This design comes from an exercise in tuning for small area and a short achievable clock period on the open sky130 flow, not from production work.
Function was checked by simulation only, so behaviour that the tests miss may differ from the original.
Power is estimated from default activity; no workload was simulated.

[design/flow/design.v]
`default_nettype none
package rename_pkg;
    typedef logic [5-1:0] areg_t;      
    typedef logic [6-1:0] preg_t;      
    typedef struct packed {
        areg_t rd;       
        areg_t rs1;      
        areg_t rs2;      
    } rename_req_t;
    typedef struct packed {
        preg_t prd;          
        preg_t old_prd;      
        preg_t prs1;         
        preg_t prs2;         
    } rename_rsp_t;
    typedef struct packed {
        areg_t rd;       
        preg_t prd;      
    } commit_t;
endpackage
`default_nettype wire
`default_nettype none
`default_nettype wire
`default_nettype none
module map_decode (
    input  rename_pkg::areg_t           a,
    output logic [32-1:1]       sel
);
    logic [3:0] lo;      
    logic [7:0] hi;      
    always_comb begin
        for (int k = 0; k < 4; k++) lo[k] = (a[1:0] == 2'(k));
        for (int j = 0; j < 8; j++) hi[j] = (a[4:2] == 3'(j));
        for (int i = 1; i < 32; i++) sel[i] = hi[i / 4] & lo[i % 4];
    end
endmodule
module map_aoi222 (
    input  logic a0, b0, a1, b1, a2, b2,
    output logic y
);
    assign y = !((a0 & b0) | (a1 & b1) | (a2 & b2));
endmodule
module map_read_bit (
    input  logic [32-1:1] sel,
    input  logic [32-1:1] d,
    output logic                  y
);
    localparam int NG = (32 - 1) / 3;       
    logic [NG:0] n;      
    for (genvar g = 0; g < NG; g++) begin : g_grp
        map_aoi222 u_aoi (
            .a0 (sel[3*g + 1]), .b0 (d[3*g + 1]),
            .a1 (sel[3*g + 2]), .b1 (d[3*g + 2]),
            .a2 (sel[3*g + 3]), .b2 (d[3*g + 3]),
            .y  (n[g])
        );
    end
    assign n[NG] = !(sel[32-1] & d[32-1]);
    assign y = !(&n);
endmodule
module map_read (
    input  logic [32-1:1]     sel,
    input  logic [32-1:1][6-1:0] tab,
    output rename_pkg::preg_t         y
);
    for (genvar b = 0; b < 6; b++) begin : g_bit
        logic [32-1:1] d;
        for (genvar i = 1; i < 32; i++) begin : g_col
            assign d[i] = tab[i][b];
        end
        map_read_bit u_bit (.sel(sel), .d(d), .y(y[b]));
    end
endmodule
`default_nettype wire
`default_nettype none
`default_nettype wire
`default_nettype none
module rename_unit (
    input  logic        clk,
    input  logic        rst,
    input  logic        rename_valid,
    input  logic [14:0] rename_req,      
    output logic        rename_stall,
    output logic        rsp_valid,
    output logic [23:0] rename_rsp,      
    input  logic        commit_valid,
    input  logic [10:0] commit           
);
    localparam int FW = $clog2(32);
    rename_pkg::rename_req_t req;
    rename_pkg::commit_t     cmt;
    assign req = rename_req;
    assign cmt = commit;
    logic [32-1:1][6-1:0] spec_map;   
    rename_pkg::preg_t  fl [32];
    logic [FW:0]        free_cnt;        
    logic               free_empty;
    logic [FW-1:0]      fresh_cnt;       
    logic               fresh_done;      
    logic               rd_nz;
    logic               accept;
    logic               alloc;
    logic               release_valid;
    rename_pkg::preg_t  head;            
    assign rd_nz         = (req.rd != '0);
    assign rename_stall  = free_empty && rd_nz;
    assign accept        = rename_valid && !rename_stall;
    assign alloc         = accept && rd_nz;
    assign release_valid = commit_valid && (cmt.rd != '0);
    assign head = fresh_done ? fl[0] : rename_pkg::preg_t'({1'b1, fresh_cnt});
    logic [32-1:1] sel_rs1, sel_rs2, sel_rd;
    rename_pkg::preg_t     prs1, prs2, old_prd;
    map_decode dec_rs1 (.a(req.rs1), .sel(sel_rs1));
    map_decode dec_rs2 (.a(req.rs2), .sel(sel_rs2));
    map_decode dec_rd  (.a(req.rd),  .sel(sel_rd));
    map_read rd_rs1 (.sel(sel_rs1), .tab(spec_map), .y(prs1));
    map_read rd_rs2 (.sel(sel_rs2), .tab(spec_map), .y(prs2));
    map_read rd_rd  (.sel(sel_rd),  .tab(spec_map), .y(old_prd));
    rename_pkg::preg_t wr_one;           
    rename_pkg::preg_t wr_zero;          
    assign wr_one  = head | {6{rst}};
    assign wr_zero = head & {6{!rst}};
    for (genvar i = 1; i < 32; i++) begin : g_map
        localparam rename_pkg::preg_t RST_VAL = rename_pkg::preg_t'(i);
        logic we;
        assign we = rst || (rename_valid && !free_empty && sel_rd[i]);
        always_ff @(posedge clk) begin
            if (we) begin
                spec_map[i] <= (wr_one & RST_VAL) | (wr_zero & ~RST_VAL);
            end
        end
    end
    always_ff @(posedge clk) begin
        if (rst) begin
            free_cnt   <= (FW+1)'(32);
            free_empty <= 1'b0;
        end else if (alloc && !release_valid) begin
            free_cnt   <= free_cnt - 1'b1;
            free_empty <= (free_cnt == (FW+1)'(1));
        end else if (!alloc && release_valid) begin
            free_cnt   <= free_cnt + 1'b1;
            free_empty <= 1'b0;
        end
    end
    always_ff @(posedge clk) begin
        if (rst) begin
            fresh_cnt  <= '0;
            fresh_done <= 1'b0;
        end else if (alloc && !fresh_done) begin
            fresh_cnt  <= fresh_cnt + 1'b1;
            fresh_done <= (fresh_cnt == FW'(32 - 1));
        end
    end
    always_ff @(posedge clk) begin
        if (alloc) begin
            for (int i = 0; i < 32 - 1; i++) begin
                fl[i] <= fl[i + 1];
            end
            fl[32 - 1] <= old_prd;
        end
    end
    always_ff @(posedge clk) begin
        if (rst) begin
            rsp_valid <= 1'b0;
        end else begin
            rsp_valid <= accept;
        end
    end
    always_ff @(posedge clk) begin
        rename_rsp <= {rd_nz ? head : 6'd0, old_prd, prs1, prs2};
    end
endmodule
`default_nettype wire
[design/flow/run.sh]
#!/bin/bash
# synth_recipe.tcl (not shown) runs the flow's synth.tcl, then flattens the netlist and writes it again
# the make line also repeats each setting of config.mk as NAME=value (left out here)
make -C /OpenROAD-flow-scripts/flow DESIGN_CONFIG=/design/flow/config.mk WORK_HOME=/design/flow/orfs CLKGATE_MAP_FILE= SYNTH_SCRIPT=/design/flow/synth_recipe.tcl finish
[design/flow/config.mk]
export PLATFORM = sky130hd
export DESIGN_NAME = rename_unit
export DESIGN_NICKNAME = rename_unit
export VERILOG_FILES = /design/flow/design.v
export SDC_FILE = /design/flow/constraint.sdc
export NUM_CORES = 4
export LEC_CHECK = 0
export CAP_MARGIN = 20
export CORE_MARGIN = 2
export CORE_UTILIZATION = 40
export SETUP_SLACK_MARGIN = 1.6
export SLEW_MARGIN = 20
export SYNTH_HIERARCHICAL = 1
export SYNTH_MINIMUM_KEEP_SIZE = 0
[design/flow/constraint.sdc]
create_clock -name core_clock -period 4.0 [get_ports {clk}]
set_input_delay 0.8000 -clock core_clock [delete_from_list [all_inputs] [get_ports {clk}]]
set_output_delay 0.8000 -clock core_clock [all_outputs]
set_load 0.01 [all_outputs]
==> flow_metrics.tcl, run 1 <==
set metrics [dict create \
    r2r-start "spec_map[149]" \
    outcome "complete, no violations" \
    routedWlPerCell_um 27.5 \
    layout_common_cells "edfxtp_1 (378), a222oi_1 (180), nor2_1 (95)" \
    cts_tree "yes" \
    min_period_over_period_pct 65.5 \
    synth_top_cell_by_area "edfxtp_1" \
    hold_buffers 0 \
    rsz0062_at_grt "yes" \
    vias 10500 \
    rows 73 \
    cp.required_ps 4490 \
    drc 0 \
    clkTransAtPathRegs_ps 60 \
    synth_flop_cell "edfxtp_1" \
    initial_utilization_pct 40.3 \
    synth_edf_count 378 \
    avgSynthCellArea_um2 17.1 \
    leakage_nw 6.57 \
    synth_area_leaders "edfxtp_1 (71%), a222oi_1 (11%), dfxtp_1 (4.8%)" \
    n_antenna_cell 0 \
    cts_htree_levels 2 \
    crit_path_end_kind "register" \
    yosysWarnings 9 \
    multiInputGateArea_um2 3940 \
    start_kind "primary input" \
    ys_types 44 \
    cts_buffer_depth 3 \
    fin_setup_tns_ps 0 \
    cts.sinks 416 \
    syn2layout_area_growth_pct 18.6 \
    max_cap_violations 0 \
    synth_top_family_by_area "compound AO/OA/AOI/OAI gates" \
    drtIter0Drc 2457 \
    gp_congestion 1.02 \
    yosysSeqAreaShare_pct 75.9 \
    seq_area_um2 12100 \
    die_w_um 204 \
    die_y_um 204 \
    synth_cells 935 \
    grt_pass1_vias 9833 \
    grt-ovfl-total 0 \
    ir_drop_mv 0.343 \
    power_density_nw_per_um2 511 \
    ant_nets 0 \
    post-place-ws_ps 314 \
    setup_viol 0 \
    final_common_cell "edfxtp_1" \
    max_freq_mhz 382 \
    fin_nets 1097 \
    grt_max_degree 193 \
    layout-drive-gt1-share_pct 16.9 \
    cts-root-buf "clkbuf_16" \
    synth_mux_area_share_pct 0.502 \
    finalCriticalPeriod_ps 2620 \
    synthesis.nets 971 \
    grt_pass1_wl_um 64200 \
    drtPass1Iterations 11 \
    slowest_delay_ps 600 \
    antenna_found_initial 0 \
    clk-insertion-delay-late_ps 580 \
    worst_pin_slew_ps 1120 \
    grt_usage_pct 21.1 \
    fill_cells 3378 \
    synth_seq_cells 416 \
    startpoint "rename_req[14]" \
    yosys.area_share.simple_pct 7.36 \
    hold_path.startpoint "fl[19][1]" \
    cts_buffers 43 \
    viasPerCell 6.49 \
    wl_um 44400 \
    place_hpwl_um 29200 \
    portBuffers 49 \
    crit_type "in2reg" \
    synth_compound_area_share_pct 14.8 \
    cp_cell_sequence "buf_8 -> or4_4 -> nor2_4 -> nor2b_2 -> buf_4 -> buf_4 -> buf_6 -> buf_6 -> buf_6 -> buf_4 -> buf_4 -> buf_4 -> buf_4 -> buf_4 -> buf_4 -> nor3b_2" \
    drv_slew 0 \
    synthAdderAreaFrac_pct 0.471 \
    ios 56 \
    fin_ws_ps 1380 \
    crit_fanout 3 \
    synth-xor-area-share_pct 0.330 \
    synth.top_cell.area_share_pct 71.2 \
    relSlewSlack_pct 25.4 \
    synth_area_um2 15900 \
    cp.arrival_ps 3110 \
    crit_top_cell "buf_4" \
    cp_slowest_cell "or4_4" \
    die_area_um2 41500 \
    ys_async_sr_fraction_pct 0 \
    fin_skew_ps 27.8 \
    hold_violations 0 \
    core_um2 39500 \
    hold_path.class "reg2reg" \
]
==> cell type report <==
| class | instances | share of cell area (%) |
|---|---|---|
| Sequential cell | 416 | 64.0 |
| Multi-Input combinational cell | 494 | 20.8 |
| Clock inverter | 20 | 0.866 |
| Inverter | 3 | 0.0595 |
| Clock buffer | 56 | 6.11 |
| Timing Repair Buffer | 103 | 4.67 |
| Tap cell | 525 | 3.47 |
==> per-stage QoR <==
stage,area (um^2),utilization (%),std cells,power [mW],hold WS [ps]
finish,18900,47.8,1617,9.66,412
global route,18900,47.8,1617,9.99,414
CTS,18700,47.4,1601,9.74,412
detailed placement,17100,43.3,1498,5.93,405
global placement,17100,43.3,1498,5.91,403
floorplan,16000,-,935,5.58,400
==> what timing repair did <==
action	4_1_cts	5_1_grt
gates resized for setup	86	48
pin swaps	30	27
endpoints found under the setup margin	302	22
setup buffers	27	15
==> power breakdown <==
group	switching (mW)	internal [mW]	total, mW
clock	1.60	2.17	3.77
combinational	0.422	0.235	0.657
sequential	0.149	5.09	5.23
==> modules after synthesis (local to each module, per instance), excerpt <==
| module | copies in the design | cell area (um^2) |
|---|---|---|
| rename_unit | 1 | 13000 |
| map_decode | 3 | 218 |
| map_read_bit | 18 | 27.5 |
| map_aoi222 | 180 | 10.0 |
==> Yosys cell counts (all sizes together) (8+ instances only) <==
library cell	instances
nand3b	9
dfxtp	38
a21o	32
or3b	9
mux2i	8
nand4	36
nand2b	11
a2111o	18
edfxtp	378
nor2	117
a222oi	180
nand2	21
clkbuf	16
==> layer usage <==
layer	up-vias	part of all wire (%)	routed length, um	track usage [%]
met2	749	43	19300	30.8
li1	4429	-	-	-
met3	119	11	4730	4.46
met1	5202	41	18400	30.0
met5	-	0	0	0
met4	0	4.5	1990	10.5
==> critical path, delay by kind of cell <==
kind	cells	cell delay [ps]
buf+inv	12	1360
simple gates	4	930
==> path summary, 6_finish.rpt <==
path,depth (start not counted),slack [ps],endpoint
worst max-delay path,16,1380,rsp_valid
worst min-delay path,0,410,fl[18][1]
worst max register to register,3,1930,fl[31][5]
worst min register to register,0,410,fl[18][1]
==> flip-flops by register name, summed over array words and instances (netlist names) <==
name and flops:
rename_rsp 24, fl 192, fresh_cnt 5, free_empty 1
rsp_valid 1, spec_map 186, free_cnt 6, fresh_done 1
==> logic make-up (layout without fill, tap and decap cells) <==
group                    Yosys count  count (layout)
flip-flops                       416             416
AO/OA/AOI/OAI                    245             245
AND/OR/NAND/NOR                  229             229
XOR/XNOR                           6               6
buffers and inverters             25             182
multiplexers                       8               8
adder cells (fa/ha/maj)            6               6
==> run 2: changes to the inputs <==
==> design/flow/flow/run.sh (new file) <==
#!/bin/bash
# The standard layout, with the port buffers built from a plain buffer
# cell (buf_4) instead of the delay-type buffer buffer_ports picks by default
set -euo pipefail
export BUFFER_PORTS_ARGS="-buffer_cell sky130_fd_sc_hd__buf_4"
bash standard.sh > standard.log 2>&1
==> design/flow/standard.sh (new file) <==
#!/bin/bash
# synth_recipe.tcl (not shown) runs the flow's synth.tcl, then flattens the netlist and writes it again
# the make line also repeats each setting of config.mk as NAME=value (left out here)
make -C /OpenROAD-flow-scripts/flow DESIGN_CONFIG=/design/flow/config.mk WORK_HOME=/design/flow/orfs CLKGATE_MAP_FILE= SYNTH_SCRIPT=/design/flow/synth_recipe.tcl "${@:-finish}"
removed: design/flow/run.sh
==> run 2 against run 1 <==
Compared with the run above: register-to-register slack worse by 20 ps; wire length is 0.29% lower; first-iteration DRC count is 7.4% higher; fmax is 0.94% higher; critical path depth is 11 lower; cell area is 2.2% lower; critical path type is now in2out; critical endpoint is now rename_stall; highest routed layer is now met5.
==> flow_metrics.tcl, run 2 <==
set metrics [dict create \
    cts_tree "yes" \
    ys_types 44 \
    fin_cells 1583 \
    dp_cells 1494 \
    cts_buffer_depth 3 \
    rsz0062_at_grt "yes" \
    grt_max_degree 193 \
    max_freq_mhz 385 \
    die_w_um 204 \
    synth_flop_cell "edfxtp_1" \
    synth_top_cell_by_area "edfxtp_1" \
    synth_area_um2 15900 \
    cp.arrival_ps 1800 \
    layout_common_cells "edfxtp_1 (378), a222oi_1 (180), nor2_1 (112)" \
    antenna_found_initial 3 \
    cp.required_ps 3200 \
    top_regs "fl (192), spec_map (186), rename_rsp (24)" \
    drtPass1Iterations 12 \
    start_kind "primary input" \
    ir_drop_mv 0.313 \
    grt-ovfl-total 0 \
    layout-drive-gt1-share_pct 15.7 \
    synth_edf_count 378 \
    wl_um 44300 \
    largest_reg_flops 192 \
    rows 73 \
    hold_path.class "reg2reg" \
    crit_path_end_kind "primary output" \
    die_area_um2 41500 \
    synthesis.nets 971 \
    use_met3_pct 4.47 \
    crit_type "in2out" \
    setup_viol 0 \
    portBuffers 49 \
    min_period_over_period_pct 64.9 \
    fin_skew_ps 33.0 \
    drc 0 \
    finalCriticalPeriod_ps 2600 \
    core_um2 39500 \
    initial_utilization_pct 40.3 \
    grt_pass1_wl_um 64900 \
    ant_nets 0 \
    busiest_layer "met2" \
    grt_usage_pct 21.3 \
    cts.sinks 416 \
    routedWlPerCell_um 28.0 \
    grt.met1_usage_pct 29.2 \
    cts_htree_levels 2 \
    drv_slew 0 \
    yosysWarnings 9 \
    vias 10600 \
    gp_congestion 0.996 \
    max_cap_violations 0 \
    synth_area_leaders "edfxtp_1 (71%), a222oi_1 (11%), dfxtp_1 (4.8%)" \
    grt_pass1_vias 9924 \
    drtIter0Drc 2639 \
    fin_setup_tns_ps 0 \
    cts_buffers 43 \
    fin_nets 1058 \
    syn2layout_area_growth_pct 16.0 \
    place_hpwl_um 29100 \
    clkTransAtPathRegs_ps 60 \
    ios 56 \
    yosysSeqAreaShare_pct 75.9 \
    placed_area_um2 17000 \
    relSlewSlack_pct 25.3 \
    power_density_nw_per_um2 529 \
    crit_fanout 4 \
    worst_pin_slew_ps 1120 \
    cts-root-buf "clkbuf_16" \
    viasPerCell 6.68 \
    regMostFlops "fl" \
    ys_async_sr_fraction_pct 0 \
    synth_cells 935 \
    grtUsageMet2_pct 31.6 \
    netlist_top_cells_count "edfxtp_1 (378), a222oi_1 (180), nor2_1 (116)" \
    final_area_um2 18500 \
    synth_most_common_cell "edfxtp_1" \
    hold_violations 0 \
    leakage_nw 6.42 \
    synth_seq_cells 416 \
    synth.top_cell.area_share_pct 71.2 \
    outcome "complete, no violations" \
    final_common_cell "edfxtp_1" \
    clk-insertion-delay-late_ps 580 \
    die_y_um 204 \
    avgSynthCellArea_um2 17.1 \
]
[run 2: cell types whose count changed in the layout (fill, tap and decap cells not counted), sizes merged]
cell / change
clkdlybuf4s50: -28
clkbuf: -4
dlygate4sd2: -4
inv: +2
buf: -1
clkinv: -1
clkinvlp: +1
diode: +1
[run 2: worst max-delay path, cell delays in order]
cell	delay (ps)
buf_8	100
or4_4	590
nor2_4	120
nor2b_2	60
buf_6	120
[run 2: what timing repair did]
item,4_1_cts,5_1_grt
endpoints found under the setup margin,10,21
setup buffers,2,6
hold buffers,0,0
resized for setup,5,12
endpoints found under the hold margin,0,0
pin swaps,3,10
[run 2: cell families (layout without fill, tap and decap cells)]
logic type / after synthesis / after routing / synth area share (%)
AOI/OAI and AO/OA: 245 / 245 / 14.8
xor gates and xnor gates: 6 / 6 / 0.330
adders and majority gates: 6 / 6 / 0.471
buffers and inverters: 25 / 147 / 0.628
DFF: 416 / 416 / 75.9
muxes: 8 / 8 / 0.502
other: 0 / 1 / 0
and+or+nand+nor: 229 / 229 / 7.36
[run 2: routing by layer]
layer | wire length [um] | share of wire [%] | vias to the layer above
met3 | 4650 | 11 | 171
li1 | - | - | 4349
met4 | 2670 | 6.0 | 2
met5 | 13 | 0.029 | -
met2 | 19400 | 44 | 807
met1 | 17500 | 40 | 5249
[run 2: cell type report]
class	count	area [um^2]
Inverter	3	11.3
Tap cell	525	657
Timing Repair Buffer	64	519
Sequential cell	416	12100
Clock inverter	22	184
Fill cell	3387	21000
Multi-Input combinational cell	494	3790
Antenna cell	1	2.50
Clock buffer	58	1220
[run 2: final timing paths]
kind | start | end | slack [ps] | depth (start not counted)
max | rename_req[10] | rename_stall | 1400 | 5
min | fl[6][4] | fl[5][4] | 410 | 0
max reg2reg | fresh_done | spec_map[24] | 1910 | 2
min reg2reg | fl[6][4] | fl[5][4] | 410 | 0
[run 2: per-module statistics from Yosys, one instance, submodules excluded, a selection]
module	copies in the design	flip-flops and latches	cells
map_aoi222	180	0	1
rename_unit	1	416	545
map_read_bit	18	0	4
map_decode	3	0	46
[run 2: where the power goes]
| group | switching, mW | leakage [nW] | internal (mW) | total [mW] |
|---|---|---|---|---|
| clock network | 1.65 | 0.698 | 2.29 | 3.94 |
| registers | 0.147 | 4.05 | 5.08 | 5.23 |
| logic | 0.414 | 1.67 | 0.196 | 0.611 |
[run 2: stage by stage]
step | setup WS (ps) | hold slack, ps | util [%] | total power, mW
after floorplan | -1510 | 400 | - | 5.58
after global placement | 897 | 401 | 42.9 | 5.90
after detailed placement | 854 | 405 | 42.9 | 5.91
after CTS | 1370 | 413 | 46.6 | 9.87
after global routing | 1380 | 423 | 46.8 | 10.1
final | 1400 | 409 | 46.8 | 9.78

## separate check: timing with driven ports
The results above use ideal ports. As a check the final layouts listed here were re-extracted and re-timed, cells and wires unchanged.
Step 1 assumes that a clkbuf_16 drives the clock port and a buf_2 every other input.
Step 2, shift: input delay + t, output delay - t, t = (earliest + latest rising clock arrival at the registers) / 2. This alone moves slack from input paths to output paths.
a / b / c = no drivers / after step 1 / after step 2; a / b = the first two.
| run | t, ns | setup WS [ns] | worst slew at a driven data input, ns | pins driven straight from the clock port |
|---|---|---|---|---|
| run 1 | 0.618 | 1.380 / 1.353 / 0.773 | 0.06 | 1 |
| run 2 | 0.613 | 1.404 / 1.342 / 0.823 | 0.10 | 1 |
After both steps every run listed still meets setup and hold. The setup slack of run 1, which loses most, moves by -0.027 ns with the drivers and by -0.607 ns with both steps.
